Source: an optimization exercise on an open RTL-to-GDS flow (aim: small area, a short achievable clock period and few clock cycles per item). Production flows keep margins and buffers that such runs may drop. Where RTL was checked, it was by simulation tests only, not by an equivalence proof against the original. Only the layout flow was run in runs 5 to 7; the RTL was not checked for function there.

==> flow/design.v, too long to show whole: its modules and the start of the top module <==
// module gf_mul: 412 lines
// module chien_lane: 2028 lines
// module batch_counter: 26 lines
// module scan_ctrl: 35 lines
// module root_serializer: 123 lines
// module chien_search: 79 lines
module chien_search #(
    parameter int LANES = 16,
    parameter int DEPTH = 4
) (
    input  logic                 clk_i,
    input  logic                 rst_ni,
    input  logic                 start_req_i,
    input  logic                 root_ack_i,
    input  logic [119:0]         sigma_i,
    output logic                 start_ack_o,
    output logic                 root_req_o,
    output logic                 done_o,
    output logic [9:0]           root_pos_o,
    output logic [3:0]           root_count_o
);
  // ...
==> flow/run.sh <==
#!/bin/bash
# synth_recipe.tcl (not shown) runs the flow's synth.tcl, then flattens the netlist and writes it again
# the make line also repeats each setting of config.mk as NAME=value (left out here)
make -C /OpenROAD-flow-scripts/flow DESIGN_CONFIG=/design/flow/config.mk WORK_HOME=/design/flow/orfs CLKGATE_MAP_FILE= SYNTH_SCRIPT=/design/flow/synth_recipe.tcl finish
==> flow/config.mk <==
export PLATFORM = sky130hd
export DESIGN_NAME = chien_search
export DESIGN_NICKNAME = chien_search
export VERILOG_FILES = /design/flow/design.v
export SDC_FILE = /design/flow/constraint.sdc
export NUM_CORES = 4
export LEC_CHECK = 0
export CAP_MARGIN = 20
export CORE_MARGIN = 2
export CORE_UTILIZATION = 25
export SETUP_SLACK_MARGIN = 2.0
export SLEW_MARGIN = 20
==> flow/constraint.sdc <==
create_clock -name core_clock -period 5.0 [get_ports {clk_i}]
set_input_delay 1.0000 -clock core_clock [delete_from_list [all_inputs] [get_ports {clk_i}]]
set_output_delay 1.0000 -clock core_clock [all_outputs]
set_load 0.01 [all_outputs]
==> flow_metrics.py, run 1 <==
metrics = {
    "global_routing": {
        "met2_usage_pct": 51.35,
        "grt_pass1_wl_microns": 276800,
        "grt_use_met3_pct": 10.53,
        "top_usage_layer": "met2",
        "grt_max_degree": 68,
    },
    "min_path": {
        "hold_depth": 1,
    },
    "finish": {
        "dominant_cells": "multi-input combinational cells",
        "clock_area_share_pct": 1.930,
        "multi_input_area_share_pct": 60.06,
        "regMostFlops": "term_q",
        "drive_gt1_share_pct": 33.98,
        "n_all_buffers": 957,
    },
    "cts": {
        "cts.repair.resized": 538,
        "postCtsSetupBuffers": 220,
    },
    "setup_path": {
        "r2r_cells": 11,
        "cp_top_family": "XOR/XNOR gates",
        "end_kind": "register",
        "cp-startpoint": "term_q[43]$_DFFE_PP_",
        "cp.depth": 11,
        "cp_cell_sequence": "buf_4 > xnor2_1 > xnor2_1 > xnor2_1 > xnor2_1 > xnor2_1 > xnor2_1 > nor4_2 > buf_4 > nand4b_1 > o21ai_0",
    },
    "logic_synthesis": {
        "synth_area_sq_um": 29680,
        "syn_inst": 3116,
        "synth-seq-cells": 208,
        "synthTopCellsByCount": "xnor2_1 (1684), xor2_1 (516), edfxtp_1 (170)",
        "synth_adder_area_share_pct": 0.4891,
        "synth_area_leader_cell": "xnor2_1",
    },
    "timing": {
        "fmax_mhz": 274.6,
        "slew_violations": 0,
        "fin_skew_ns": 0.07792,
    },
    "die": {
        "start_util_pct": 25.17,
        "ios": 141,
        "die_w_microns": 348.5,
    },
    "placed_design": {
        "dpl_worst_slack_ns": 0.6820,
    },
    "run_status": {
        "status": "complete, no violations",
    },
    "detailed_routing": {
        "wl_microns": 218700,
        "firstDrtPassIters": 5,
    },
}
Testbench counts, summed over its fixed seeds: cycles 9,269, items 256.
==> inputs of run 2 (changes only) <==
--- a/flow/config.mk
+++ b/flow/config.mk
@@ -8,5 +8,5 @@
 export CAP_MARGIN = 20
 export CORE_MARGIN = 2
 export CORE_UTILIZATION = 25
-export SETUP_SLACK_MARGIN = 2.0
+export SETUP_SLACK_MARGIN = 1.5
 export SLEW_MARGIN = 20
==> flow_metrics.py, run 2 <==
metrics = {
    "run_status": {
        "status": "complete, no violations",
    },
    "die": {
        "die_w_microns": 348.5,
        "core-area_sq_um": 117900,
        "ios": 141,
        "die-area_sq_um": 121500,
        "row_count": 126,
        "start_util_pct": 25.17,
        "dieHeight_microns": 348.5,
    },
    "detailed_routing": {
        "wl_per_cell_microns": 41.02,
        "vias": 27600,
        "top_layer": "met5",
        "dr_wl_met2_microns": 92190,
        "wl_microns": 223700,
        "vias_per_cell": 5.060,
        "drtIter0Drc": 3733,
        "firstDrtPassIters": 5,
        "wl_met3_microns": 21960,
        "m1WireLength_microns": 85480,
        "drc": 0,
        "antenna_left": 0,
    },
    "timing": {
        "setup_viol": 0,
        "slew_violations": 0,
        "whs_ns": 0.3808,
        "finalCriticalPeriod_ns": 3.593,
        "fin_crit_sh_pct": 71.86,
        "hold_viol": 0,
        "fmax_mhz": 278.3,
        "fin_tns_setup_ns": 0,
        "worstMarginPinSlew_ns": 1.063,
        "rsz0062_at_grt": "true",
        "max_slew_margin_pct": 28.64,
        "fin_skew_ns": 0.02730,
    },
    "setup_path": {
        "worstPathRequired_ns": 5.46,
        "critPathMaxStageDelay_ns": 0.68,
        "end_kind": "register",
        "cp_top_family": "XOR/XNOR gates",
        "cpMaxStageDelayCell": "xor2_1",
        "crit_path_frequent_cell": "xnor2_1",
        "cp_cell_sequence": "buf_4 > xnor2_2 > xor2_2 > xnor2_1 > xnor2_1 > xnor2_1 > xor2_1 > nor4_2 > nand4_1 > buf_4 > o21ai_0",
        "crit_arrival_ns": 4.05,
        "start_kind": "register",
        "crit_type": "reg -> reg",
        "critPathMaxFanout": 4,
        "critPathBufInv": 2,
    },
    "finish": {
        "drive_gt1_share_pct": 28.14,
        "mostFrequentLayoutCell": "xnor2_1",
        "largest_register_ffs": 120,
        "regMostFlops": "term_q",
        "layout.area.seq_sq_um": 6066,
        "layout-area-overhead-vs-synth_pct": 42.38,
        "final_core_util_pct": 35.83,
        "nets": 4027,
        "fin_cells": 5454,
        "reg_top3": "term_q: 120 flops, u_ser.mem_q: 44 flops, u_ser.hit_q: 16 flops",
        "multi_input_area_sq_um": 24830,
        "fillers": 12030,
        "final_cell_mix": "xnor2_1 (1599), buf_4 (653), xor2_1 (466)",
    },
    "logic_synthesis": {
        "synth_edf_count": 170,
        "synth.avg_cell_area_sq_um": 9.524,
        "post-synth-top-count-cell": "xnor2_1",
        "synthTopCellsByArea": "xnor2_1 (50%), edfxtp_1 (17%), xor2_1 (15%)",
        "ys_types": 60,
        "async_flop_share_pct": 18.27,
        "synth_area_leader_cell": "xnor2_1",
        "synthTopCellsByCount": "xnor2_1 (1684), xor2_1 (516), edfxtp_1 (170)",
        "syn_inst": 3116,
        "synth_fp_nets": 3251,
        "synth_top_area_share_pct": 49.70,
        "synth-seq-cells": 208,
        "ys_seq_area_share_pct": 20.41,
        "yosysWarnings": 4,
        "ys.flop_type": "edfxtp_1",
        "synth_area_sq_um": 29680,
    },
    "cts": {
        "cts.htree.levels": 1,
        "clockBufferDepth": 3,
        "hold_buffers": 0,
        "root_buffer": "clkbuf_16",
        "clock_sinks": 208,
        "tritoncts": "done",
        "clk_pin_slew_ns": 0.08,
        "cts_made_buffers": 27,
        "clk_latency_ns": 0.61,
    },
    "placed_design": {
        "dp_cells": 5193,
        "dp_hpwl_microns": 179300,
        "gp_congestion": 1.147,
        "port_buffers": 140,
    },
    "global_routing": {
        "grt_pass1_vias": 26710,
        "antenna_found_initial": 15,
        "grt_max_degree": 39,
        "grt_pass1_wl_microns": 279400,
        "overflow": 0,
        "track_usage_pct": 35.75,
    },
    "min_path": {
        "hp-class": "in -> async",
    },
    "job": {
        "cap_violations": 0,
    },
}
[run 2: cell counts after synthesis]
Identical to the previous run, type by type.
[run 2: final timing paths]
path | start | end | slack (ns) | depth (start not counted)
setup / recovery | term_q[118]$_DFFE_PP_ | u_ser.hit_q[2]$_DFF_PN0_ | 1.41 | 11
hold / removal | rst_ni | u_ser.hit_q[15]$_DFF_PN0_ | 0.38 | 1
setup reg to reg | term_q[118]$_DFFE_PP_ | u_ser.hit_q[2]$_DFF_PN0_ | 1.41 | 11
hold reg to reg | u_ser.hlast_q$_DFF_PN0_ | u_ser.hlast_q$_DFF_PN0_ | 0.49 | 1
max in group asynchronous | rst_ni | u_ser.hit_q[3]$_DFF_PN0_ | 4.17 | 1
min in group core_clock | u_ser.hlast_q$_DFF_PN0_ | u_ser.hlast_q$_DFF_PN0_ | 0.49 | 1
[run 2: cells by family after synthesis]
family | count (synthesis) | share of synthesized area (%)
XOR/XNOR | 2239 | 67.47
AND/OR/NAND/NOR | 328 | 5.186
flip-flops | 208 | 20.41
buffers and inverters | 178 | 2.875
AO/OA/AOI/OAI | 140 | 2.707
multiplexers | 12 | 0.8685
adder cells (fa/ha/maj) | 11 | 0.4891
[run 2: layout make-up]
type	instances	share of cell area, %
clock buffers	33	1.777
multi-input cells	2735	58.76
diodes	6	0.03553
repair buffers	900	19.78
well taps	1536	4.548
repair inverters	1	0.04738
inverters	19	0.2606
clock inverters	16	0.4353
flip-flops and latches	208	14.36
[run 2: timing repair]
action | CTS | global route
buffers inserted | 122 | 60
setup endpoints to repair | 255 | 262
cloned | 15 | 9
pin swaps | 34 | 52
resized for setup | 160 | 184
[run 2: per-layer routing]
layer | vias up | global-route usage [%]
li1 | 11350 | -
met1 | 13690 | 43.87
met2 | 1911 | 52.19
met3 | 638 | 8.943
met4 | 10 | 30.49
met5 | - | 0
[run 2: per-stage QoR]
stage,area (sq um),worst slack [ns]
after CTS,40490,1.381
after global routing,42240,1.373
final,42250,1.407
after global placement,37000,0.5919
after floorplan,29730,1.523
after detailed placement,37010,0.6144
==> inputs of run 3 (changes only) <==
--- a/flow/config.mk
+++ b/flow/config.mk
@@ -5,8 +5,9 @@
 export SDC_FILE = /design/flow/constraint.sdc
 export NUM_CORES = 4
 export LEC_CHECK = 0
+export ABC_CLOCK_PERIOD_IN_PS = 3000
 export CAP_MARGIN = 20
 export CORE_MARGIN = 2
 export CORE_UTILIZATION = 25
-export SETUP_SLACK_MARGIN = 1.5
+export SETUP_SLACK_MARGIN = 1.0
 export SLEW_MARGIN = 20
==> flow_metrics.py, run 3 <==
metrics = {
    "logic_synthesis": {
        "synth_area_sq_um": 29680,
        "ys_seq_area_share_pct": 20.41,
        "synthTopCellsByCount": "xnor2_1 (1684), xor2_1 (516), edfxtp_1 (170)",
        "synth-seq-cells": 208,
        "synth_fp_nets": 3251,
        "yosysWarnings": 4,
        "syn_inst": 3116,
        "ys_types": 60,
        "async_flop_share_pct": 18.27,
        "synth_area_leader_cell": "xnor2_1",
        "post-synth-top-count-cell": "xnor2_1",
        "synth_edf_count": 170,
        "ys.flop_type": "edfxtp_1",
        "synth_top_area_share_pct": 49.70,
        "synth.avg_cell_area_sq_um": 9.524,
        "synthTopCellsByArea": "xnor2_1 (50%), edfxtp_1 (17%), xor2_1 (15%)",
    },
    "timing": {
        "fin_tns_setup_ns": 0,
        "worstMarginPinSlew_ns": 1.191,
        "setup_viol": 0,
        "hold_viol": 0,
        "setup_ws_ns": 0.8972,
        "fin_crit_sh_pct": 82.06,
        "rsz0062_at_grt": "true",
        "max_slew_margin_pct": 20.57,
        "slew_violations": 0,
        "finalCriticalPeriod_ns": 4.103,
        "fmax_mhz": 243.7,
        "fin_skew_ns": 0.05545,
    },
    "setup_path": {
        "end_kind": "register",
        "critPathMaxStageDelay_ns": 0.98,
        "critPathBufInv": 1,
        "critPathMaxFanout": 5,
        "cp_cell_sequence": "xor2_2 > buf_4 > xnor2_1 > xnor2_1 > xnor2_1 > xnor2_1 > xnor2_1 > nor4_1 > nand3_1 > o41ai_2",
        "crit_arrival_ns": 4.57,
        "crit_path_frequent_cell": "xnor2_1",
        "cpMaxStageDelayCell": "xor2_2",
        "start_kind": "register",
        "cp_top_family": "XOR/XNOR gates",
        "worstPathRequired_ns": 5.47,
        "crit_type": "reg -> reg",
    },
    "finish": {
        "regMostFlops": "term_q",
        "multi_input_area_sq_um": 23340,
        "largest_register_ffs": 120,
        "fillers": 12460,
        "layout-area-overhead-vs-synth_pct": 27.82,
        "drive_gt1_share_pct": 18.88,
        "final_core_util_pct": 32.17,
        "fin_cells": 5232,
        "nets": 3806,
        "mostFrequentLayoutCell": "xnor2_1",
        "layout.area.seq_sq_um": 6056,
        "final_cell_mix": "xnor2_1 (1647), buf_4 (530), xor2_1 (499)",
        "reg_top3": "term_q: 120 flops, u_ser.mem_q: 44 flops, u_ser.hit_q: 16 flops",
        "final_area_sq_um": 37930,
    },
    "die": {
        "die_w_microns": 348.5,
        "start_util_pct": 25.17,
        "die-area_sq_um": 121500,
        "core-area_sq_um": 117900,
        "dieHeight_microns": 348.5,
        "ios": 141,
        "row_count": 126,
    },
    "cts": {
        "tritoncts": "done",
        "cts.htree.levels": 1,
        "cts_made_buffers": 27,
        "clock_sinks": 208,
        "clk_pin_slew_ns": 0.06,
        "hold_buffers": 0,
        "clockBufferDepth": 3,
        "root_buffer": "clkbuf_16",
        "clk_latency_ns": 0.62,
    },
    "placed_design": {
        "dpl_worst_slack_ns": 0.7366,
        "gp_congestion": 1.122,
        "port_buffers": 140,
        "dp_cells": 5171,
        "place_area_sq_um": 36870,
        "dp_hpwl_microns": 178700,
    },
    "global_routing": {
        "grt_pass1_wl_microns": 265700,
        "grt_pass1_vias": 25510,
        "antenna_found_initial": 5,
        "overflow": 0,
        "grt_max_degree": 60,
        "track_usage_pct": 33.99,
    },
    "detailed_routing": {
        "vias_per_cell": 4.959,
        "drtIter0Drc": 3450,
        "firstDrtPassIters": 6,
        "wl_microns": 210700,
        "vias": 25940,
        "antenna_left": 0,
        "wl_per_cell_microns": 40.27,
        "drc": 0,
    },
    "job": {
        "cap_violations": 0,
    },
    "run_status": {
        "status": "complete, no violations",
    },
    "min_path": {
        "hp-class": "reg -> reg",
    },
}
run 3: logic make-up (layout without fill, tap and decap cells):
family / after synthesis / count (layout) / share of synthesized area (%)
multiplexers: 12 / 12 / 0.8685
other: 0 / 5 / 0
XOR/XNOR: 2239 / 2239 / 67.47
AND/OR/NAND/NOR: 328 / 329 / 5.186
AO/OA/AOI/OAI: 140 / 140 / 2.707
adder cells (fa/ha/maj): 11 / 11 / 0.4891
buffers and inverters: 178 / 752 / 2.875
flip-flops: 208 / 208 / 20.41
run 3: final cells by class:
type / instances / area share, %
multi-input cells: 2731 / 61.54
clock buffers: 37 / 1.906
repair buffers: 684 / 14.91
flip-flops and latches: 208 / 15.96
inverters: 19 / 0.2441
diodes: 5 / 0.03298
clock inverters: 12 / 0.3331
well taps: 1536 / 5.066
run 3: metrics by stage:
| step | hold WS (ns) |
|---|---|
| 2_1_floorplan | 0.4495 |
| 3_3_place_gp | 0.4607 |
| 3_5_place_dp | 0.4698 |
| 4_1_cts | 0.4891 |
| 5_1_grt | 0.5055 |
| 6_report | 0.4926 |
run 3: routing by layer:
metal	share of wire, %	track usage (%)	routed length, microns	up-vias
met5	0.026	0	55	-
met4	9.2	25.08	19390	8
met3	8.8	7.994	18640	533
met2	42	51.08	88400	1701
met1	40	42.29	84210	12820
li1	-	-	-	10890
run 3: worst paths after layout:
path / startpoint / to / slack [ns] / depth (start not counted)
max: term_q[35]$_DFFE_PP_ / u_ser.hit_q[14]$_DFF_PN0_ / 0.90 / 10
min: u_ser.hlast_q$_DFF_PN0_ / u_ser.hlast_q$_DFF_PN0_ / 0.49 / 1
max reg2reg: term_q[35]$_DFFE_PP_ / u_ser.hit_q[14]$_DFF_PN0_ / 0.90 / 10
min reg2reg: u_ser.hlast_q$_DFF_PN0_ / u_ser.hlast_q$_DFF_PN0_ / 0.49 / 1
max in group asynchronous: rst_ni / u_ser.hit_q[0]$_DFF_PN0_ / 3.89 / 1
min in group asynchronous: rst_ni / u_ser.wp_q[1]$_DFFE_PN0P_ / 0.55 / 1
run 3: repair_timing:
action                                 in CTS  in global routing
gates resized for setup                     7                 10
endpoints found under the hold margin       0                  0
setup endpoints to repair                  78                171
pin swaps                                   2                  1
gates cloned                                1                  0
setup buffers                               4                  2
==> inputs of run 4 (changes only) <==
==> flow/config.mk (replaced) <==
export PLATFORM = sky130hd
export DESIGN_NAME = chien_search
export DESIGN_NICKNAME = chien_search
export VERILOG_FILES = /design/flow/design.v
export SDC_FILE = /design/flow/constraint.sdc
export NUM_CORES = 4
export LEC_CHECK = 0
export CAP_MARGIN = 0
export CORE_MARGIN = 2
export CORE_UTILIZATION = 25
export SETUP_SLACK_MARGIN = 1.0
export SLEW_MARGIN = 0
==> flow_metrics.py, run 4 <==
metrics = {
    "finish": {
        "nets": 3808,
        "drive_gt1_share_pct": 18.87,
        "regMostFlops": "term_q",
        "reg_top3": "term_q: 120 flops, u_ser.mem_q: 44 flops, u_ser.hit_q: 16 flops",
        "final_cell_mix": "xnor2_1 (1646), buf_4 (532), xor2_1 (501)",
        "mostFrequentLayoutCell": "xnor2_1",
        "final_area_sq_um": 37920,
        "layout-area-overhead-vs-synth_pct": 27.78,
        "largest_register_ffs": 120,
    },
    "logic_synthesis": {
        "synth_area_sq_um": 29680,
        "yosysWarnings": 4,
        "synth_top_area_share_pct": 49.70,
        "synthTopCellsByArea": "xnor2_1 (50%), edfxtp_1 (17%), xor2_1 (15%)",
        "synth-seq-cells": 208,
        "post-synth-top-count-cell": "xnor2_1",
        "async_flop_share_pct": 18.27,
        "synth_edf_count": 170,
        "ys.flop_type": "edfxtp_1",
        "ys_seq_area_share_pct": 20.41,
        "synth_area_leader_cell": "xnor2_1",
        "synth_fp_nets": 3251,
        "syn_inst": 3116,
        "synth.avg_cell_area_sq_um": 9.524,
        "ys_types": 60,
        "synthTopCellsByCount": "xnor2_1 (1684), xor2_1 (516), edfxtp_1 (170)",
    },
    "die": {
        "dieHeight_microns": 348.5,
        "row_count": 126,
        "ios": 141,
        "core-area_sq_um": 117900,
        "die-area_sq_um": 121500,
        "die_w_microns": 348.5,
        "start_util_pct": 25.17,
    },
    "timing": {
        "slew_violations": 0,
        "rsz0062_at_grt": "false",
        "fin_crit_sh_pct": 81.92,
        "fin_tns_setup_ns": 0,
        "whs_ns": 0.4822,
        "setup_ws_ns": 0.9040,
        "fin_skew_ns": 0.04895,
        "finalCriticalPeriod_ns": 4.096,
        "max_slew_margin_pct": 18.49,
        "setup_viol": 0,
        "hold_viol": 0,
        "worstMarginPinSlew_ns": 1.218,
        "fmax_mhz": 244.1,
    },
    "detailed_routing": {
        "drtIter0Drc": 3370,
        "vias": 26080,
        "firstDrtPassIters": 5,
        "vias_per_cell": 4.983,
        "wl_microns": 210600,
        "drc": 0,
        "wl_per_cell_microns": 40.23,
        "antenna_left": 0,
    },
    "setup_path": {
        "critPathMaxFanout": 7,
        "end_kind": "register",
        "worstPathRequired_ns": 5.51,
        "crit_arrival_ns": 4.61,
        "r2r_start": "term_q[101]$_DFFE_PP_",
        "start_kind": "register",
        "crit_type": "reg -> reg",
        "cp-startpoint": "term_q[101]$_DFFE_PP_",
    },
    "placed_design": {
        "port_buffers": 140,
        "gp_congestion": 1.122,
        "dpl_worst_slack_ns": 0.7720,
        "dp_hpwl_microns": 178600,
        "place_area_sq_um": 36800,
    },
    "cts": {
        "clk_latency_ns": 0.63,
        "clk_pin_slew_ns": 0.06,
        "cts.htree.levels": 1,
        "cts_made_buffers": 27,
        "root_buffer": "clkbuf_16",
        "hold_buffers": 0,
        "clock_sinks": 208,
        "clockBufferDepth": 3,
        "tritoncts": "done",
    },
    "global_routing": {
        "grt_max_degree": 60,
        "antenna_found_initial": 8,
        "grt_pass1_vias": 25560,
        "overflow": 0,
        "grt_pass1_wl_microns": 265700,
        "track_usage_pct": 33.90,
    },
    "job": {
        "cap_violations": 0,
    },
    "min_path": {
        "min_from": "u_ser.hlast_q$_DFF_PN0_",
        "hp-class": "reg -> reg",
    },
    "run_status": {
        "status": "complete, no violations",
    },
}
## run 4: cell counts after synthesis
Identical to the previous run, type by type.
## run 4: timing repair
action                                  4_1_cts  5_1_grt
endpoints found under the setup margin       69      147
setup buffers                                 4        5
gates resized for setup                       9       11
pin swaps                                     2        2
cloned                                        1        0
## run 4: cell type report
type                            instances  area, sq um
Antenna cell                            5        12.51
Clock buffer                           35        715.7
Clock inverter                         14        155.1
Fill cell                           12460        80000
Inverter                               19        92.59
Multi-Input combinational cell       2731        23300
Sequential cell                       208         6056
Tap cell                             1536         1922
Timing Repair Buffer                  686         5664
## run 4: metal layers
layer	part of all wire [%]	up-vias	global-route usage (%)
li1	-	10900	-
met1	40	12980	42.39
met2	42	1649	50.91
met3	9.0	537	7.632
met4	9.2	8	25.07
met5	0.022	-	0
## run 4: logic make-up (layout without fill, tap and decap cells)
| kind of cell | Yosys count | after routing | share of synthesized area [%] |
|---|---|---|---|
| compound gates | 140 | 140 | 2.707 |
| xor+xnor | 2239 | 2239 | 67.47 |
| fa+ha+maj | 11 | 11 | 0.4891 |
| buf+inv | 178 | 754 | 2.875 |
| flops | 208 | 208 | 20.41 |
| mux | 12 | 12 | 0.8685 |
| other cells | 0 | 5 | 0 |
| simple gates | 328 | 329 | 5.186 |
## run 4: worst max-delay path, stage by stage, from the launching register on
cell and delay, ns:
edfxtp_1 1.03, xnor2_1 0.32, xnor2_1 0.63, xnor2_1 0.39, xnor2_1 0.23, buf_4 0.20, xnor2_1 0.31, xnor2_1 0.11
or4_1 0.59, o21ai_1 0.16
## run 4: final timing paths
path	end	slack [ns]	depth (start not counted)
hold reg to reg	u_ser.hlast_q$_DFF_PN0_	0.48	1
setup / recovery	u_ser.hit_q[3]$_DFF_PN0_	0.90	9
setup reg to reg	u_ser.hit_q[3]$_DFF_PN0_	0.90	9
hold / removal	u_ser.hlast_q$_DFF_PN0_	0.48	1
min in group asynchronous	u_ser.wp_q[1]$_DFFE_PN0P_	0.55	1
max in group asynchronous	u_ser.hit_q[5]$_DFF_PN0_	3.89	1
## run 4: metrics by stage
stage          cells  util, %
2_1_floorplan   3116        -
6_report        5234    32.16
4_1_cts         5224    32.04
3_5_place_dp    5170    31.21
3_3_place_gp    5170    31.21
5_1_grt         5229    32.15
==> module root_serializer, before the edit <==
module root_serializer #(
    parameter int LANES = 16,
    parameter int DEPTH = 4
) (
    input  logic                 clk_i,
    input  logic                 rst_ni,
    input  logic                 adv_i,        
    input  logic [LANES-1:0]     zero_i,
    input  logic [9-$clog2(LANES):0] batch_i,  
    input  logic                 first_i,      
    input  logic                 last_i,       
    input  logic                 root_ack_i,
    output logic                 free_o,
    output logic                 root_req_o,
    output logic [9:0]           root_pos_o,
    output logic                 done_o,
    output logic [3:0]           root_count_o
);
    localparam int LW = $clog2(LANES);
    localparam int HW = 10 - LW;
    localparam int DW = $clog2(DEPTH);
    logic [LANES-1:0] hit_q;
    logic [HW-1:0]    hb_q;
    logic             hlast_q;
    logic             mpend_q;
    logic [LANES-1:0] low;
    logic [LW-1:0]    sel;
    logic             push_root;
    logic             push;
    logic             full;
    logic [10:0]      push_data;
    logic [LANES-1:0] hit_after;
    logic             mpend_after;
    always_comb begin
        sel = '0;
        for (int k = LANES - 1; k >= 0; k--) begin
            if (hit_q[k]) begin
                sel = LW'(k);
            end
        end
    end
    assign low = hit_q & ~(hit_q - 1'b1);
    assign push_root   = !mpend_q && (hit_q != '0);
    assign push        = (mpend_q || (hit_q != '0)) && !full;
    assign push_data   = mpend_q ? {1'b1, 10'd0}
                       : {1'b0, sel[LW-1] ? hb_q - 1'b1 : hb_q, sel[LW-1], ~sel[LW-2:0]};
    assign hit_after   = (push && push_root) ? (hit_q & ~low) : hit_q;
    assign mpend_after = mpend_q && !push;
    assign free_o      = (hit_after == '0) && !mpend_after;
    always_ff @(posedge clk_i or negedge rst_ni) begin
        if (!rst_ni) begin
            hit_q   <= '0;
            hlast_q <= 1'b0;
            mpend_q <= 1'b0;
        end else begin
            mpend_q <= mpend_after || (hlast_q && hit_after == '0);
            if (adv_i) begin
                hit_q   <= zero_i & ~({LANES{first_i}} & {{(LANES/2){1'b0}}, {(LANES/2){1'b1}}})
                                  & ~({LANES{last_i}}  & {{(LANES/2){1'b1}}, {(LANES/2){1'b0}}});
                hlast_q <= last_i;
            end else begin
                hit_q   <= hit_after;
                hlast_q <= hlast_q && (hit_after != '0);
            end
        end
    end
    always_ff @(posedge clk_i) begin
        if (adv_i) begin
            hb_q <= batch_i;
        end
    end
    logic [10:0]   mem_q [0:DEPTH-1];
    logic [DW-1:0] wp_q;
    logic [DW-1:0] rp_q;
    logic [DW:0]   cnt_q;
    logic [10:0]   head;
    logic          hvalid;
    logic          pop;
    logic          req_q;
    logic [3:0]    rc_q;
    assign full   = (cnt_q == (DW+1)'(DEPTH));
    assign hvalid = (cnt_q != '0);
    assign head   = mem_q[rp_q];
    assign done_o = hvalid && head[10];
    assign pop    = done_o || (req_q && root_ack_i);
    always_ff @(posedge clk_i) begin
        if (push) begin
            mem_q[wp_q] <= push_data;
        end
    end
    always_ff @(posedge clk_i or negedge rst_ni) begin
        if (!rst_ni) begin
            wp_q  <= '0;
            rp_q  <= '0;
            cnt_q <= '0;
            req_q <= 1'b0;
            rc_q  <= '0;
        end else begin
            if (push) begin
                wp_q <= wp_q + 1'b1;
            end
            if (pop) begin
                rp_q <= rp_q + 1'b1;
            end
            cnt_q <= cnt_q + (DW+1)'(push) - (DW+1)'(pop);
            if (req_q) begin
                if (root_ack_i) begin
                    req_q <= 1'b0;
                end
            end else if (hvalid && !head[10] && !root_ack_i) begin
                req_q <= 1'b1;
            end
            if (done_o) begin
                rc_q <= '0;
            end else if (req_q && root_ack_i) begin
                rc_q <= rc_q + 1'b1;
            end
        end
    end
    assign root_req_o   = req_q;
    assign root_pos_o   = head[9:0];
    assign root_count_o = rc_q;
endmodule
==> module chien_search, before the edit <==
module chien_search #(
    parameter int LANES = 16,
    parameter int DEPTH = 4
) (
    input  logic                 clk_i,
    input  logic                 rst_ni,
    input  logic                 start_req_i,
    input  logic                 root_ack_i,
    input  logic [119:0]         sigma_i,
    output logic                 start_ack_o,
    output logic                 root_req_o,
    output logic                 done_o,
    output logic [9:0]           root_pos_o,
    output logic [3:0]           root_count_o
);
    localparam int CW_LEN = 544;
    localparam int NUM_BATCH = CW_LEN / LANES + 1;
    localparam int LW = $clog2(LANES);
    logic       load;
    logic       adv;
    logic       run;
    logic       free;
    logic       first_batch;
    logic       last_batch;
    logic [9-LW:0] batch;
    logic [119:0]     term_q;
    logic [119:0]     term_step;
    logic [LANES-1:0] zero_vec;
    scan_ctrl u_ctrl (
        .clk_i        (clk_i),
        .rst_ni       (rst_ni),
        .start_req_i  (start_req_i),
        .free_i       (free),
        .last_batch_i (last_batch),
        .start_ack_o  (start_ack_o),
        .load_o       (load),
        .adv_o        (adv),
        .run_o        (run)
    );
    batch_counter #(.NUM_BATCH(NUM_BATCH), .BW(10-LW)) u_cnt (
        .clk_i        (clk_i),
        .rst_ni       (rst_ni),
        .load_i       (load),
        .advance_i    (adv),
        .batch_o       (batch),
        .first_batch_o (first_batch),
        .last_batch_o  (last_batch)
    );
    gf_mul u_step (
        .t_i (term_q),
        .p_o (term_step)
    );
    always_ff @(posedge clk_i) begin
        if (load) begin
            term_q <= sigma_i;
        end else if (adv) begin
            term_q <= term_step;
        end
    end
    chien_lane u_lanes (
        .t_i    (term_q),
        .zero_o (zero_vec)
    );
    root_serializer #(.LANES(LANES), .DEPTH(DEPTH)) u_ser (
        .clk_i        (clk_i),
        .rst_ni       (rst_ni),
        .adv_i        (adv),
        .zero_i       (zero_vec),
        .batch_i      (batch),
        .first_i      (first_batch),
        .last_i       (last_batch),
        .root_ack_i   (root_ack_i),
        .free_o       (free),
        .root_req_o   (root_req_o),
        .root_pos_o   (root_pos_o),
        .done_o       (done_o),
        .root_count_o (root_count_o)
    );
endmodule
==> inputs of run 5 (changes only) <==
--- a/flow/design.v
+++ b/flow/design.v
@@ -2510,13 +2510,13 @@
 ) (
     input  logic                 clk_i,
     input  logic                 rst_ni,
-    input  logic                 adv_i,        
+    input  logic                 zv_i,
     input  logic [LANES-1:0]     zero_i,
     input  logic [9-$clog2(LANES):0] batch_i,  
     input  logic                 first_i,      
     input  logic                 last_i,       
     input  logic                 root_ack_i,
-    output logic                 free_o,
+    output logic                 free_o,       
     output logic                 root_req_o,
     output logic [9:0]           root_pos_o,
     output logic                 done_o,
@@ -2525,18 +2525,49 @@
     localparam int LW = $clog2(LANES);
     localparam int HW = 10 - LW;
     localparam int DW = $clog2(DEPTH);
+    function automatic logic [1:0] any_multi(input logic [LANES-1:0] v);
+        logic [1:0] am [0:2*LANES-1];
+        for (int k = 0; k < LANES; k++) begin
+            am[LANES + k] = {1'b0, v[k]};
+        end
+        for (int k = LANES - 1; k >= 1; k--) begin
+            am[k][0] = am[2*k][0] | am[2*k+1][0];
+            am[k][1] = am[2*k][1] | am[2*k+1][1] | (am[2*k][0] & am[2*k+1][0]);
+        end
+        any_multi = am[1];
+    endfunction
+    logic [10:0]   mem_q [0:DEPTH-1];
+    logic [DW-1:0] wp_q;
+    logic [DW-1:0] rp_q;
+    logic [DW:0]   cnt_q;
+    logic [10:0]   head;
+    logic          hvalid;
+    logic          req_q;
+    logic [3:0]    rc_q;
     logic [LANES-1:0] hit_q;
     logic [HW-1:0]    hb_q;
     logic             hlast_q;
     logic             mpend_q;
+    logic [LANES-1:0] zm;
+    logic [1:0]       zam;
+    logic [1:0]       ham;
     logic [LANES-1:0] low;
     logic [LW-1:0]    sel;
     logic             push_root;
     logic             push;
     logic             full;
+    logic             pop;
     logic [10:0]      push_data;
     logic [LANES-1:0] hit_after;
+    logic             after_empty;
     logic             mpend_after;
+    logic             mpend_next;
+    logic             room_next;
+    logic             next_empty;
+    assign zm  = zero_i & ~({LANES{first_i}} & {{(LANES/2){1'b0}}, {(LANES/2){1'b1}}})
+                        & ~({LANES{last_i}}  & {{(LANES/2){1'b1}}, {(LANES/2){1'b0}}});
+    assign zam = any_multi(zm);
+    assign ham = any_multi(hit_q);
     always_comb begin
         sel = '0;
         for (int k = LANES - 1; k >= 0; k--) begin
@@ -2545,45 +2576,41 @@
             end
         end
     end
-    assign low = hit_q & ~(hit_q - 1'b1);
-    assign push_root   = !mpend_q && (hit_q != '0);
-    assign push        = (mpend_q || (hit_q != '0)) && !full;
+    assign low = LANES'(1) << sel;
+    assign push_root   = !mpend_q && ham[0];
+    assign push        = (mpend_q || ham[0]) && !full;
     assign push_data   = mpend_q ? {1'b1, 10'd0}
                        : {1'b0, sel[LW-1] ? hb_q - 1'b1 : hb_q, sel[LW-1], ~sel[LW-2:0]};
     assign hit_after   = (push && push_root) ? (hit_q & ~low) : hit_q;
+    assign after_empty = !ham[0] || (push && push_root && !ham[1]);
     assign mpend_after = mpend_q && !push;
-    assign free_o      = (hit_after == '0) && !mpend_after;
+    assign mpend_next  = mpend_after || (hlast_q && after_empty);
+    assign room_next = !((cnt_q == (DW+1)'(DEPTH)) && !pop)
+                    && !((cnt_q == (DW+1)'(DEPTH - 1)) && push && !pop);
+    assign next_empty = zv_i ? !zam[0] : after_empty;
+    assign free_o = next_empty ? (!mpend_next || room_next)
+                               : (zv_i && !zam[1] && !mpend_next && room_next);
     always_ff @(posedge clk_i or negedge rst_ni) begin
         if (!rst_ni) begin
             hit_q   <= '0;
             hlast_q <= 1'b0;
             mpend_q <= 1'b0;
         end else begin
-            mpend_q <= mpend_after || (hlast_q && hit_after == '0);
-            if (adv_i) begin
-                hit_q   <= zero_i & ~({LANES{first_i}} & {{(LANES/2){1'b0}}, {(LANES/2){1'b1}}})
-                                  & ~({LANES{last_i}}  & {{(LANES/2){1'b1}}, {(LANES/2){1'b0}}});
+            mpend_q <= mpend_next;
+            if (zv_i) begin
+                hit_q   <= zm;
                 hlast_q <= last_i;
             end else begin
                 hit_q   <= hit_after;
-                hlast_q <= hlast_q && (hit_after != '0);
+                hlast_q <= hlast_q && !after_empty;
             end
         end
     end
     always_ff @(posedge clk_i) begin
-        if (adv_i) begin
+        if (zv_i) begin
             hb_q <= batch_i;
         end
     end
-    logic [10:0]   mem_q [0:DEPTH-1];
-    logic [DW-1:0] wp_q;
-    logic [DW-1:0] rp_q;
-    logic [DW:0]   cnt_q;
-    logic [10:0]   head;
-    logic          hvalid;
-    logic          pop;
-    logic          req_q;
-    logic [3:0]    rc_q;
     assign full   = (cnt_q == (DW+1)'(DEPTH));
     assign hvalid = (cnt_q != '0);
     assign head   = mem_q[rp_q];
@@ -2656,6 +2683,11 @@
     logic [119:0]     term_q;
     logic [119:0]     term_step;
     logic [LANES-1:0] zero_vec;
+    logic [LANES-1:0] z_q;
+    logic             zv_q;
+    logic [9-LW:0]    zb_q;
+    logic             zfirst_q;
+    logic             zlast_q;
     scan_ctrl u_ctrl (
         .clk_i        (clk_i),
         .rst_ni       (rst_ni),
@@ -2691,14 +2723,29 @@
         .t_i    (term_q),
         .zero_o (zero_vec)
     );
+    always_ff @(posedge clk_i) begin
+        z_q <= zero_vec;
+        if (adv) begin
+            zb_q     <= batch;
+            zfirst_q <= first_batch;
+            zlast_q  <= last_batch;
+        end
+    end
+    always_ff @(posedge clk_i or negedge rst_ni) begin
+        if (!rst_ni) begin
+            zv_q <= 1'b0;
+        end else begin
+            zv_q <= adv;
+        end
+    end
     root_serializer #(.LANES(LANES), .DEPTH(DEPTH)) u_ser (
         .clk_i        (clk_i),
         .rst_ni       (rst_ni),
-        .adv_i        (adv),
-        .zero_i       (zero_vec),
-        .batch_i      (batch),
-        .first_i      (first_batch),
-        .last_i       (last_batch),
+        .zv_i         (zv_q),
+        .zero_i       (z_q),
+        .batch_i      (zb_q),
+        .first_i      (zfirst_q),
+        .last_i       (zlast_q),
         .root_ack_i   (root_ack_i),
         .free_o       (free),
         .root_req_o   (root_req_o),
==> flow/config.mk (replaced) <==
export PLATFORM = sky130hd
export DESIGN_NAME = chien_search
export DESIGN_NICKNAME = chien_search
export VERILOG_FILES = /design/flow/design.v
export SDC_FILE = /design/flow/constraint.sdc
export NUM_CORES = 4
export LEC_CHECK = 0
export CAP_MARGIN = 20
export CORE_MARGIN = 2
export CORE_UTILIZATION = 25
export SETUP_SLACK_MARGIN = 1.5
export SLEW_MARGIN = 20
==> flow_metrics.py, run 5 <==
metrics = {
    "run_status": {
        "status": "complete, no violations",
    },
    "detailed_routing": {
        "vias": 25780,
        "drtIter0Drc": 3262,
        "wl_microns": 208200,
        "firstDrtPassIters": 6,
        "antenna_left": 0,
        "drc": 0,
        "wl_per_cell_microns": 39.52,
        "vias_per_cell": 4.893,
    },
    "finish": {
        "nets": 3727,
        "reg_top3": "term_q: 120 flops, u_ser.mem_q: 44 flops",
        "layout.area.seq_sq_um": 6643,
        "largest_register_ffs": 120,
        "layout-area-overhead-vs-synth_pct": 28.11,
        "multi_input_area_sq_um": 25010,
        "final_cell_mix": "xnor2_1 (1627), buf_4 (462), xor2_1 (447)",
        "drive_gt1_share_pct": 23.67,
        "mostFrequentLayoutCell": "xnor2_1",
        "regMostFlops": "term_q",
        "fillers": 12990,
    },
    "timing": {
        "fmax_mhz": 269.2,
        "fin_crit_sh_pct": 74.30,
        "whs_ns": 0.2189,
        "slew_violations": 0,
        "worstMarginPinSlew_ns": 1.278,
        "finalCriticalPeriod_ns": 3.715,
        "setup_viol": 0,
        "rsz0062_at_grt": "true",
        "max_slew_margin_pct": 14.16,
        "fin_tns_setup_ns": 0,
        "fin_skew_ns": 0.06827,
        "hold_viol": 0,
    },
    "logic_synthesis": {
        "synth_area_sq_um": 31720,
        "ys_types": 73,
        "syn_inst": 3064,
        "synth.avg_cell_area_sq_um": 10.35,
        "synthTopCellsByArea": "xnor2_1 (46%), edfxtp_1 (17%), xor2_1 (13%)",
        "ys_seq_area_share_pct": 20.93,
        "synth-seq-cells": 233,
        "ys.flop_type": "edfxtp_1",
        "synth_fp_nets": 3200,
        "post-synth-top-count-cell": "xnor2_1",
        "synth_edf_count": 178,
        "synth_area_leader_cell": "xnor2_1",
        "synthTopCellsByCount": "xnor2_1 (1681), xor2_1 (469), edfxtp_1 (178)",
        "synth_top_area_share_pct": 46.41,
        "async_flop_share_pct": 16.74,
        "yosysWarnings": 6,
    },
    "die": {
        "die_w_microns": 360.2,
        "core-area_sq_um": 125700,
        "die-area_sq_um": 129800,
        "row_count": 130,
        "start_util_pct": 25.23,
        "dieHeight_microns": 360.2,
        "ios": 141,
    },
    "setup_path": {
        "cp-startpoint": "term_q[102]$_DFFE_PP_",
        "crit_type": "reg -> reg",
        "r2r_cells": 9,
        "worstPathRequired_ns": 5.52,
        "start_kind": "register",
        "r2r_start": "term_q[102]$_DFFE_PP_",
        "crit_arrival_ns": 4.24,
        "r2r_slack_ns": 1.28,
        "end_kind": "register",
        "r2r_end": "z_q[0]$_DFF_P_",
        "critPathMaxFanout": 12,
    },
    "global_routing": {
        "grt_max_degree": 71,
        "track_usage_pct": 31.04,
        "antenna_found_initial": 2,
        "grt_pass1_vias": 25370,
        "overflow": 0,
        "grt_pass1_wl_microns": 262100,
    },
    "cts": {
        "cts.htree.levels": 1,
        "clk_latency_ns": 0.71,
        "cts_made_buffers": 31,
        "clk_pin_slew_ns": 0.07,
        "root_buffer": "clkbuf_16",
        "tritoncts": "done",
        "clock_sinks": 233,
        "clockBufferDepth": 3,
        "hold_buffers": 0,
    },
    "placed_design": {
        "gp_congestion": 1.088,
        "dp_hpwl_microns": 171700,
        "port_buffers": 140,
    },
    "job": {
        "cap_violations": 0,
    },
    "min_path": {
        "hp-class": "in -> async",
    },
}
run 5: cell types whose count changed after synthesis, sizes merged, moves of 16 or more:
cell / previous run / this run
a21oi: 45 / 22
clkbuf: 30 / 8
dfxtp: 0 / 16
mux2: 0 / 106
nand2: 100 / 35
nor2: 122 / 36
o21ai: 74 / 19
xnor2: 1701 / 1730
xor2: 526 / 499
run 5: how the worst max path moves through the flow:
| stage | to | slack [ns] | cells after the start |
|---|---|---|---|
| 6_report | z_q[0]$_DFF_P_ | 1.28 | 9 |
| 5_1_grt | z_q[0]$_DFF_P_ | 1.43 | 10 |
| 4_1_cts | z_q[0]$_DFF_P_ | 1.30 | 11 |
| 3_5_place_dp | z_q[0]$_DFF_P_ | 0.75 | 7 |
| 3_3_place_gp | z_q[0]$_DFF_P_ | 0.62 | 9 |
| 2_1_floorplan | term_q[100]$_DFFE_PP_ | 1.05 | 7 |
run 5: what timing repair did:
action                                  in CTS  in global routing
setup buffers                               46                 62
endpoints found under the setup margin     135                260
cloned                                       1                  5
resized for setup                           48                 47
pin swaps                                    6                  6
run 5: routing by layer:
layer  vias up  share of wire [%]  track usage [%]
met2      1625                 42            46.80
met5         -                  0                0
met1     12760                 38            37.52
met4         0                 11            27.82
met3       601                8.7            6.007
li1      10790                  -                -
run 5: stage by stage:
step | instance area [sq um] | setup slack [ns] | instances | utilization (%)
finish | 40640 | 1.285 | 5268 | 32.32
global route | 40640 | 1.426 | 5266 | 32.32
CTS | 39510 | 1.299 | 5198 | 31.42
detailed placement | 37600 | 0.7530 | 5093 | 29.91
global placement | 37550 | 0.6213 | 5091 | 29.87
floorplan | 31750 | 1.046 | 3064 | -
run 5: cell type report:
cell class | count | share of cell area, %
antenna | 2 | 0.01231
clock buffer | 36 | 2.004
clock inverter | 22 | 0.5818
inverter | 29 | 0.2740
multi-input combinational | 2650 | 61.52
sequential | 233 | 16.34
tap | 1650 | 5.080
timing repair buffer | 646 | 14.18
run 5: logic make-up after synthesis:
family          count (synthesis)  synth area share (%)
compound gates                 88                 1.842
xor+xnor                     2236                 64.93
fa+ha+maj                      14                0.5600
buf+inv                       181                 3.108
flops                         233                 20.93
mux                           121                 5.167
simple gates                  191                 3.455
run 5: worst max-delay path, stage by stage, from the launching register on:
cell and delay [ns]:
edfxtp_1 0.71, buf_4 0.43, xnor2_1 0.26, xnor2_1 0.67
xnor2_1 0.20, xnor2_1 0.42, xnor2_1 0.23, xnor2_1 0.15
nand4_1 0.12, nor4_2 0.32
==> inputs of run 6 (changes only) <==
--- a/flow/config.mk
+++ b/flow/config.mk
@@ -7,6 +7,6 @@
 export LEC_CHECK = 0
 export CAP_MARGIN = 20
 export CORE_MARGIN = 2
-export CORE_UTILIZATION = 25
+export CORE_UTILIZATION = 35
 export SETUP_SLACK_MARGIN = 1.5
 export SLEW_MARGIN = 20
==> flow_metrics.py, run 6 <==
metrics = {
    "run_status": {
        "status": "complete, no violations",
    },
    "logic_synthesis": {
        "ys_types": 73,
        "synth-seq-cells": 233,
        "synth_area_sq_um": 31720,
        "ys_seq_area_share_pct": 20.93,
        "synth_fp_nets": 3200,
        "yosysWarnings": 6,
        "synth_edf_count": 178,
        "synthTopCellsByArea": "xnor2_1 (46%), edfxtp_1 (17%), xor2_1 (13%)",
        "post-synth-top-count-cell": "xnor2_1",
        "synth.avg_cell_area_sq_um": 10.35,
        "synth_top_area_share_pct": 46.41,
        "ys.flop_type": "edfxtp_1",
        "syn_inst": 3064,
        "synthTopCellsByCount": "xnor2_1 (1681), xor2_1 (469), edfxtp_1 (178)",
        "async_flop_share_pct": 16.74,
        "synth_area_leader_cell": "xnor2_1",
    },
    "setup_path": {
        "r2r_end": "z_q[2]$_DFF_P_",
        "crit_path_frequent_cell": "xnor2_1",
        "crit_arrival_ns": 4.31,
        "r2r_cells": 11,
        "worstPathRequired_ns": 5.59,
        "r2r_slack_ns": 1.28,
        "critPathMaxFanout": 7,
        "cp_cell_sequence": "xor2_1 > buf_4 > xnor2_1 > xnor2_1 > buf_4 > xnor2_1 > xnor2_1 > xnor2_1 > nand4_1 > nor4_1 > buf_4",
        "critPathMaxStageDelay_ns": 0.87,
        "r2r_start": "term_q[36]$_DFFE_PP_",
        "crit_type": "reg -> reg",
        "end_kind": "register",
        "cpMaxStageDelayCell": "edfxtp_1",
        "start_kind": "register",
    },
    "timing": {
        "finalCriticalPeriod_ns": 3.718,
        "whs_ns": 0.4200,
        "fin_crit_sh_pct": 74.37,
        "fin_skew_ns": 0.05995,
        "rsz0062_at_grt": "true",
        "hold_viol": 0,
        "slew_violations": 0,
        "max_slew_margin_pct": 21.98,
        "setup_viol": 0,
        "fmax_mhz": 268.9,
        "worstMarginPinSlew_ns": 1.162,
        "fin_tns_setup_ns": 0,
        "setup_ws_ns": 1.282,
    },
    "die": {
        "die-area_sq_um": 93060,
        "ios": 141,
        "dieHeight_microns": 305.1,
        "row_count": 110,
        "core-area_sq_um": 89870,
        "start_util_pct": 35.30,
        "die_w_microns": 305.1,
    },
    "finish": {
        "fin_cells": 4764,
        "nets": 3701,
        "regMostFlops": "term_q",
        "fillers": 8732,
        "reg_top3": "term_q: 120 flops, u_ser.mem_q: 44 flops",
        "largest_register_ffs": 120,
        "layout-area-overhead-vs-synth_pct": 24.68,
        "final_cell_mix": "xnor2_1 (1638), xor2_1 (456), buf_4 (441)",
        "mostFrequentLayoutCell": "xnor2_1",
        "drive_gt1_share_pct": 22.69,
    },
    "global_routing": {
        "overflow": 0,
        "track_usage_pct": 40.39,
        "grt_pass1_wl_microns": 245400,
        "antenna_found_initial": 2,
        "grt_max_degree": 43,
        "grt_pass1_vias": 24870,
    },
    "cts": {
        "cts.htree.levels": 1,
        "clk_latency_ns": 0.69,
        "hold_buffers": 0,
        "clock_sinks": 233,
        "root_buffer": "clkbuf_16",
        "cts_made_buffers": 30,
        "clockBufferDepth": 3,
        "tritoncts": "done",
        "clk_pin_slew_ns": 0.06,
    },
    "placed_design": {
        "dp_cells": 4589,
        "port_buffers": 140,
        "dp_hpwl_microns": 156700,
        "gp_congestion": 1.159,
        "dpl_worst_slack_ns": 0.8815,
    },
    "min_path": {
        "hold_depth": 0,
        "min_to": "u_ser.hb_q[1]$_DFFE_PP_",
        "hp-class": "reg -> reg",
        "min_from": "zb_q[1]$_DFFE_PP_",
    },
    "detailed_routing": {
        "drc": 0,
        "wl_per_cell_microns": 40.25,
        "antenna_left": 0,
        "wl_microns": 191800,
        "drtIter0Drc": 3880,
        "vias_per_cell": 5.414,
        "vias": 25790,
        "firstDrtPassIters": 5,
    },
    "job": {
        "cap_violations": 0,
    },
}
run 6: cell counts after synthesis:
No cell type changed its count.
run 6: metrics by stage:
step,utilization (%),cell area [sq um]
after floorplan,-,31750
after global placement,40.75,36620
after detailed placement,40.78,36650
after CTS,43.10,38730
after global routing,44.01,39550
final,44.01,39550
run 6: per-layer routing:
layer  track usage [%]  vias up  share of wire, %
li1                  -    10730                 -
met1             51.14    12690                39
met2             56.92     1816                40
met3             12.40      556                11
met4             31.19        2               9.7
met5                 0        -            0.0063
run 6: how the worst max path moves through the flow:
stage / startpoint / end / slack (ns)
floorplan: u_ser.hit_q[4]$_DFFE_PN0P_ / term_q[100]$_DFFE_PP_ / 1.05
global placement: term_q[91]$_DFFE_PP_ / z_q[2]$_DFF_P_ / 0.78
detailed placement: root_ack_i / term_q[49]$_DFFE_PP_ / 0.88
CTS: term_q[108]$_DFFE_PP_ / z_q[1]$_DFF_P_ / 1.48
global route: term_q[55]$_DFFE_PP_ / z_q[10]$_DFF_P_ / 1.42
finish: term_q[36]$_DFFE_PP_ / z_q[2]$_DFF_P_ / 1.28
run 6: critical path, delay by kind of cell, from the launching register on:
family	cells	cell delay, ns
xor+xnor	6	1.52
buf+inv	3	0.70
flops	1	0.87
simple gates	2	0.55
run 6: kinds of logic after synthesis:
logic type	Yosys count	synth area share, %
AO/OA/AOI/OAI	88	1.842
XOR/XNOR	2236	64.93
adder cells (fa/ha/maj)	14	0.5600
buffers and inverters	181	3.108
flip-flops	233	20.93
multiplexers	121	5.167
AND/OR/NAND/NOR	191	3.455
run 6: final cells by class:
class | count | area, sq um | area share [%]
diodes | 1 | 2.502 | 0.006327
clock buffers | 36 | 773.2 | 1.955
multi-input cells | 2651 | 24790 | 62.67
repair buffers | 620 | 5507 | 13.92
flip-flops and latches | 233 | 6654 | 16.82
clock inverters | 18 | 249.0 | 0.6295
well taps | 1176 | 1471 | 3.720
inverters | 29 | 108.9 | 0.2752
run 6: timing repair:
item / CTS / global route
setup endpoints to repair: 235 / 175
gates cloned: 3 / 2
pin swaps: 13 / 11
hold endpoints to repair: 0 / 0
resized for setup: 38 / 43
setup buffers: 67 / 48
==> inputs of run 7 (changes only) <==
--- a/flow/design.v
+++ b/flow/design.v
@@ -2515,6 +2515,12 @@
     input  logic [9-$clog2(LANES):0] batch_i,  
     input  logic                 first_i,      
     input  logic                 last_i,       
+    input  logic                 end_i,        
+    input  logic                 par_i,        
+    input  logic                 epar_i,       
+    input  logic [3:0]           deg_i,        
+    input  logic                 dvalid_i,     
+    output logic                 found_o,      
     input  logic                 root_ack_i,
     output logic                 free_o,       
     output logic                 root_req_o,
@@ -2548,6 +2554,8 @@
     logic [HW-1:0]    hb_q;
     logic             hlast_q;
     logic             mpend_q;
+    logic             hpar_q;
+    logic [3:0]       hcnt_q;
     logic [LANES-1:0] zm;
     logic [1:0]       zam;
     logic [1:0]       ham;
@@ -2564,6 +2572,7 @@
     logic             mpend_next;
     logic             room_next;
     logic             next_empty;
+    assign found_o = dvalid_i && (hpar_q == epar_i) && (hcnt_q == deg_i);
     assign zm  = zero_i & ~({LANES{first_i}} & {{(LANES/2){1'b0}}, {(LANES/2){1'b1}}})
                         & ~({LANES{last_i}}  & {{(LANES/2){1'b1}}, {(LANES/2){1'b0}}});
     assign zam = any_multi(zm);
@@ -2595,11 +2604,19 @@
             hit_q   <= '0;
             hlast_q <= 1'b0;
             mpend_q <= 1'b0;
+            hpar_q  <= 1'b0;
+            hcnt_q  <= '0;
         end else begin
             mpend_q <= mpend_next;
+            if (zv_i && first_i) begin
+                hcnt_q <= '0;
+            end else if (push && push_root) begin
+                hcnt_q <= hcnt_q + 1'b1;
+            end
             if (zv_i) begin
                 hit_q   <= zm;
-                hlast_q <= last_i;
+                hlast_q <= end_i;
+                hpar_q  <= par_i;
             end else begin
                 hit_q   <= hit_after;
                 hlast_q <= hlast_q && !after_empty;
@@ -2679,6 +2696,8 @@
     logic       free;
     logic       first_batch;
     logic       last_batch;
+    logic       end_batch;
+    logic       all_found;
     logic [9-LW:0] batch;
     logic [119:0]     term_q;
     logic [119:0]     term_step;
@@ -2688,12 +2707,19 @@
     logic [9-LW:0]    zb_q;
     logic             zfirst_q;
     logic             zlast_q;
+    logic             zend_q;
+    logic             zpar_q;
+    logic [3:0] deg_d;
+    logic       dvalid_d;
+    logic [3:0] deg_q;
+    logic       dvalid_q;
+    logic       epar_q;
     scan_ctrl u_ctrl (
         .clk_i        (clk_i),
         .rst_ni       (rst_ni),
         .start_req_i  (start_req_i),
         .free_i       (free),
-        .last_batch_i (last_batch),
+        .last_batch_i (end_batch),
         .start_ack_o  (start_ack_o),
         .load_o       (load),
         .adv_o        (adv),
@@ -2723,12 +2749,36 @@
         .t_i    (term_q),
         .zero_o (zero_vec)
     );
+    assign end_batch = last_batch || all_found;
+    always_comb begin
+        deg_d    = '0;
+        dvalid_d = 1'b0;
+        for (int j = 0; j <= 11; j++) begin
+            if (sigma_i[10*j +: 10] != '0) begin
+                deg_d    = 4'(j);
+                dvalid_d = 1'b1;
+            end
+        end
+    end
+    always_ff @(posedge clk_i or negedge rst_ni) begin
+        if (!rst_ni) begin
+            deg_q    <= '0;
+            dvalid_q <= 1'b0;
+            epar_q   <= 1'b0;
+        end else if (load) begin
+            deg_q    <= deg_d;
+            dvalid_q <= dvalid_d;
+            epar_q   <= !epar_q;
+        end
+    end
     always_ff @(posedge clk_i) begin
         z_q <= zero_vec;
         if (adv) begin
             zb_q     <= batch;
             zfirst_q <= first_batch;
             zlast_q  <= last_batch;
+            zend_q   <= end_batch;
+            zpar_q   <= epar_q;
         end
     end
     always_ff @(posedge clk_i or negedge rst_ni) begin
@@ -2746,6 +2796,12 @@
         .batch_i      (zb_q),
         .first_i      (zfirst_q),
         .last_i       (zlast_q),
+        .end_i        (zend_q),
+        .par_i        (zpar_q),
+        .epar_i       (epar_q),
+        .deg_i        (deg_q),
+        .dvalid_i     (dvalid_q),
+        .found_o      (all_found),
         .root_ack_i   (root_ack_i),
         .free_o       (free),
         .root_req_o   (root_req_o),
--- a/flow/config.mk
+++ b/flow/config.mk
@@ -7,6 +7,6 @@
 export LEC_CHECK = 0
 export CAP_MARGIN = 20
 export CORE_MARGIN = 2
-export CORE_UTILIZATION = 35
+export CORE_UTILIZATION = 25
 export SETUP_SLACK_MARGIN = 1.5
 export SLEW_MARGIN = 20
==> flow_metrics.py, run 7 <==
metrics = {
    "logic_synthesis": {
        "post-synth-top-count-cell": "xnor2_1",
        "ys.flop_type": "edfxtp_1",
        "synth_top_area_share_pct": 46.99,
        "synth_edf_count": 180,
        "async_flop_share_pct": 20.33,
        "syn_inst": 3297,
        "synth_fp_nets": 3434,
        "synth_area_leader_cell": "xnor2_1",
        "synth_area_sq_um": 32020,
        "synthTopCellsByArea": "xnor2_1 (47%), edfxtp_1 (17%), xor2_1 (13%)",
        "synthTopCellsByCount": "xnor2_1 (1718), xor2_1 (482), edfxtp_1 (180)",
        "ys_seq_area_share_pct": 21.79,
        "synth.avg_cell_area_sq_um": 9.712,
        "ys_types": 73,
        "synth-seq-cells": 246,
        "yosysWarnings": 6,
    },
    "die": {
        "row_count": 131,
        "ios": 141,
        "die_w_microns": 361.9,
        "dieHeight_microns": 361.9,
        "core-area_sq_um": 127400,
        "die-area_sq_um": 131000,
        "start_util_pct": 25.14,
    },
    "timing": {
        "fmax_mhz": 275.3,
        "finalCriticalPeriod_ns": 3.632,
        "fin_skew_ns": 0.07860,
        "max_slew_margin_pct": 23.60,
        "fin_tns_setup_ns": 0,
        "fin_crit_sh_pct": 72.64,
        "hold_viol": 0,
        "slew_violations": 0,
        "setup_viol": 0,
        "worstMarginPinSlew_ns": 1.142,
        "setup_ws_ns": 1.368,
        "rsz0062_at_grt": "true",
    },
    "cts": {
        "clockBufferDepth": 3,
        "cts.htree.levels": 1,
        "clk_latency_ns": 0.69,
        "clk_pin_slew_ns": 0.07,
        "tritoncts": "done",
        "cts_made_buffers": 30,
        "hold_buffers": 0,
        "clock_sinks": 246,
        "root_buffer": "clkbuf_16",
    },
    "finish": {
        "reg_top3": "term_q: 120 flops, u_ser.mem_q: 44 flops",
        "largest_register_ffs": 120,
        "layout.area.seq_sq_um": 6978,
        "regMostFlops": "term_q",
        "nets": 3956,
        "mostFrequentLayoutCell": "xnor2_1",
        "fillers": 13130,
        "final_area_sq_um": 41040,
        "fin_cells": 5508,
        "multi_input_area_sq_um": 25160,
        "final_cell_mix": "xnor2_1 (1659), buf_4 (494), xor2_1 (450)",
        "drive_gt1_share_pct": 20.63,
        "layout-area-overhead-vs-synth_pct": 28.17,
    },
    "placed_design": {
        "dpl_worst_slack_ns": 0.9496,
        "dp_hpwl_microns": 178200,
        "gp_congestion": 1.117,
        "dp_cells": 5337,
        "place_area_sq_um": 38200,
        "port_buffers": 140,
    },
    "global_routing": {
        "grt_pass1_vias": 26620,
        "overflow": 0,
        "track_usage_pct": 31.81,
        "grt_pass1_wl_microns": 271500,
        "antenna_found_initial": 6,
        "grt_max_degree": 91,
    },
    "detailed_routing": {
        "antenna_left": 0,
        "vias_per_cell": 5.064,
        "vias": 27890,
        "firstDrtPassIters": 5,
        "drc": 0,
        "wl_microns": 215000,
        "wl_per_cell_microns": 39.03,
        "drtIter0Drc": 3891,
    },
    "setup_path": {
        "critPathMaxStageDelay_ns": 0.92,
        "worstPathRequired_ns": 5.54,
        "crit_arrival_ns": 4.18,
        "crit_path_frequent_cell": "xnor2_1",
        "cp_cell_sequence": "buf_4 > xnor2_4 > xor2_1 > xnor2_1 > xnor2_1 > xnor2_1 > xnor2_1 > nor4_1 > nand2_1 > a21oi_1",
        "crit_type": "reg -> reg",
        "cpMaxStageDelayCell": "xor2_1",
        "end_kind": "register",
        "critPathMaxFanout": 6,
        "start_kind": "register",
        "critPathBufInv": 1,
        "cp_top_family": "XOR/XNOR gates",
    },
    "job": {
        "cap_violations": 0,
    },
    "min_path": {
        "hp-class": "reg -> reg",
    },
    "run_status": {
        "status": "complete, no violations",
    },
}
-- run 7: cell count changes after synthesis, sizes merged, moves of 8 or more --
cell	previous run	this run
and2	15	5
and3	1	10
buf	144	124
clkbuf	8	58
dfrtp	39	50
mux2	106	37
nand2	35	52
nand3	15	96
nor2	36	63
nor3	23	15
nor4	21	49
o21ai	19	99
xnor2	1730	1753
-- run 7: kinds of logic after synthesis --
kind of cell    count (synthesis)  share of synthesized area [%]
xor+xnor                     2250                          63.11
flops                         246                          21.79
fa+ha+maj                      16                         0.6252
compound gates                176                          3.286
buf+inv                       208                          3.107
mux                            50                          2.255
simple gates                  351                          5.826
-- run 7: final cells by class --
type	instances	area share (%)
multi-input combinational	2845	61.31
sequential	246	17.00
timing repair buffer	670	14.08
tap	1662	5.067
clock buffer	38	1.951
clock inverter	18	0.3293
inverter	26	0.2439
antenna	3	0.01829
-- run 7: what timing repair did --
action | in CTS | in global routing
pin swaps | 4 | 12
setup buffers | 56 | 53
gates cloned | 0 | 3
gates resized for setup | 46 | 47
endpoints found under the setup margin | 216 | 226
-- run 7: path summary, 6_finish.rpt --
| path | start | to | slack, ns | cells after the start |
|---|---|---|---|---|
| max | term_q[49]$_DFFE_PP_ | z_q[13]$_DFF_P_ | 1.37 | 10 |
| min | zb_q[1]$_DFFE_PP_ | u_ser.hb_q[1]$_DFFE_PP_ | 0.41 | 0 |
| max reg2reg | term_q[49]$_DFFE_PP_ | z_q[13]$_DFF_P_ | 1.37 | 10 |
| min reg2reg | zb_q[1]$_DFFE_PP_ | u_ser.hb_q[1]$_DFFE_PP_ | 0.41 | 0 |
| max in group asynchronous | rst_ni | u_ser.rp_q[1]$_DFFE_PN0N_ | 3.97 | 2 |
| min in group asynchronous | rst_ni | dvalid_q$_DFFE_PN0P_ | 0.49 | 2 |
-- run 7: worst register-to-register path: stages, from the launching register on --
cell and delay [ns]:
edfxtp_1 0.62, buf_4 0.29, xnor2_4 0.30, xor2_1 0.92, xnor2_1 0.21, xnor2_1 0.20
xnor2_1 0.25, xnor2_1 0.11, nor4_1 0.35, nand2_1 0.11, a21oi_1 0.14
-- run 7: stage by stage --
stage          hold WS, ns  util [%]
2_1_floorplan       0.4003         -
3_3_place_gp        0.4029     29.99
3_5_place_dp        0.4063     30.00
4_1_cts             0.4151     31.49
5_1_grt             0.4231     32.22
6_report            0.4130     32.23
-- run 7: layer usage --
| metal | wire, microns | vias up | track usage (%) |
|---|---|---|---|
| li1 | - | 11640 | - |
| met5 | 27 | - | 0 |
| met2 | 88380 | 1721 | 46.50 |
| met1 | 86760 | 13980 | 41.15 |
| met3 | 19190 | 548 | 6.120 |
| met4 | 20620 | 4 | 24.41 |

==> afterwards: timing with drivers on the ports <==
Ports are ideal in the flow. The routed layouts listed here were re-timed in OpenROAD. Step 1 (the two cells are an assumption about what drives the block):
set clk [get_ports {clk_i}]
set_driving_cell -lib_cell sky130_fd_sc_hd__clkbuf_16 $clk
set_driving_cell -lib_cell sky130_fd_sc_hd__buf_2 [delete_from_list [all_inputs] $clk]
Step 2, shift: input delay + t, output delay - t, t = (earliest + latest rising clock arrival at the registers) / 2. This alone moves slack from input paths to output paths. a / b / c = ideal / step 1 / step 2; a / b = the first two.
run | shift t [ns] | setup WS [ns] | worst setup path after step 2 | cell pins on the clock port's net
run 1 | 0.694 | 1.358 / 1.358 / 1.358 | register to register | 1
run 2 | 0.666 | 1.407 / 1.407 / 1.407 | register to register | 1
run 3 | 0.669 | 0.897 / 0.897 / 0.897 | register to register | 1
run 4 | 0.678 | 0.904 / 0.904 / 0.904 | register to register | 1
run 5 | 0.752 | 1.285 / 1.285 / 1.202 | input to register | 1
run 6 | 0.740 | 1.282 / 1.282 / 1.173 | input to register | 1
run 7 | 0.724 | 1.368 / 1.368 / 1.179 | input to register | 1
After both steps every run listed still meets setup and hold. For run 7, which loses most, drivers alone change the setup slack by 0.000 ns; drivers and shift together by -0.189 ns.
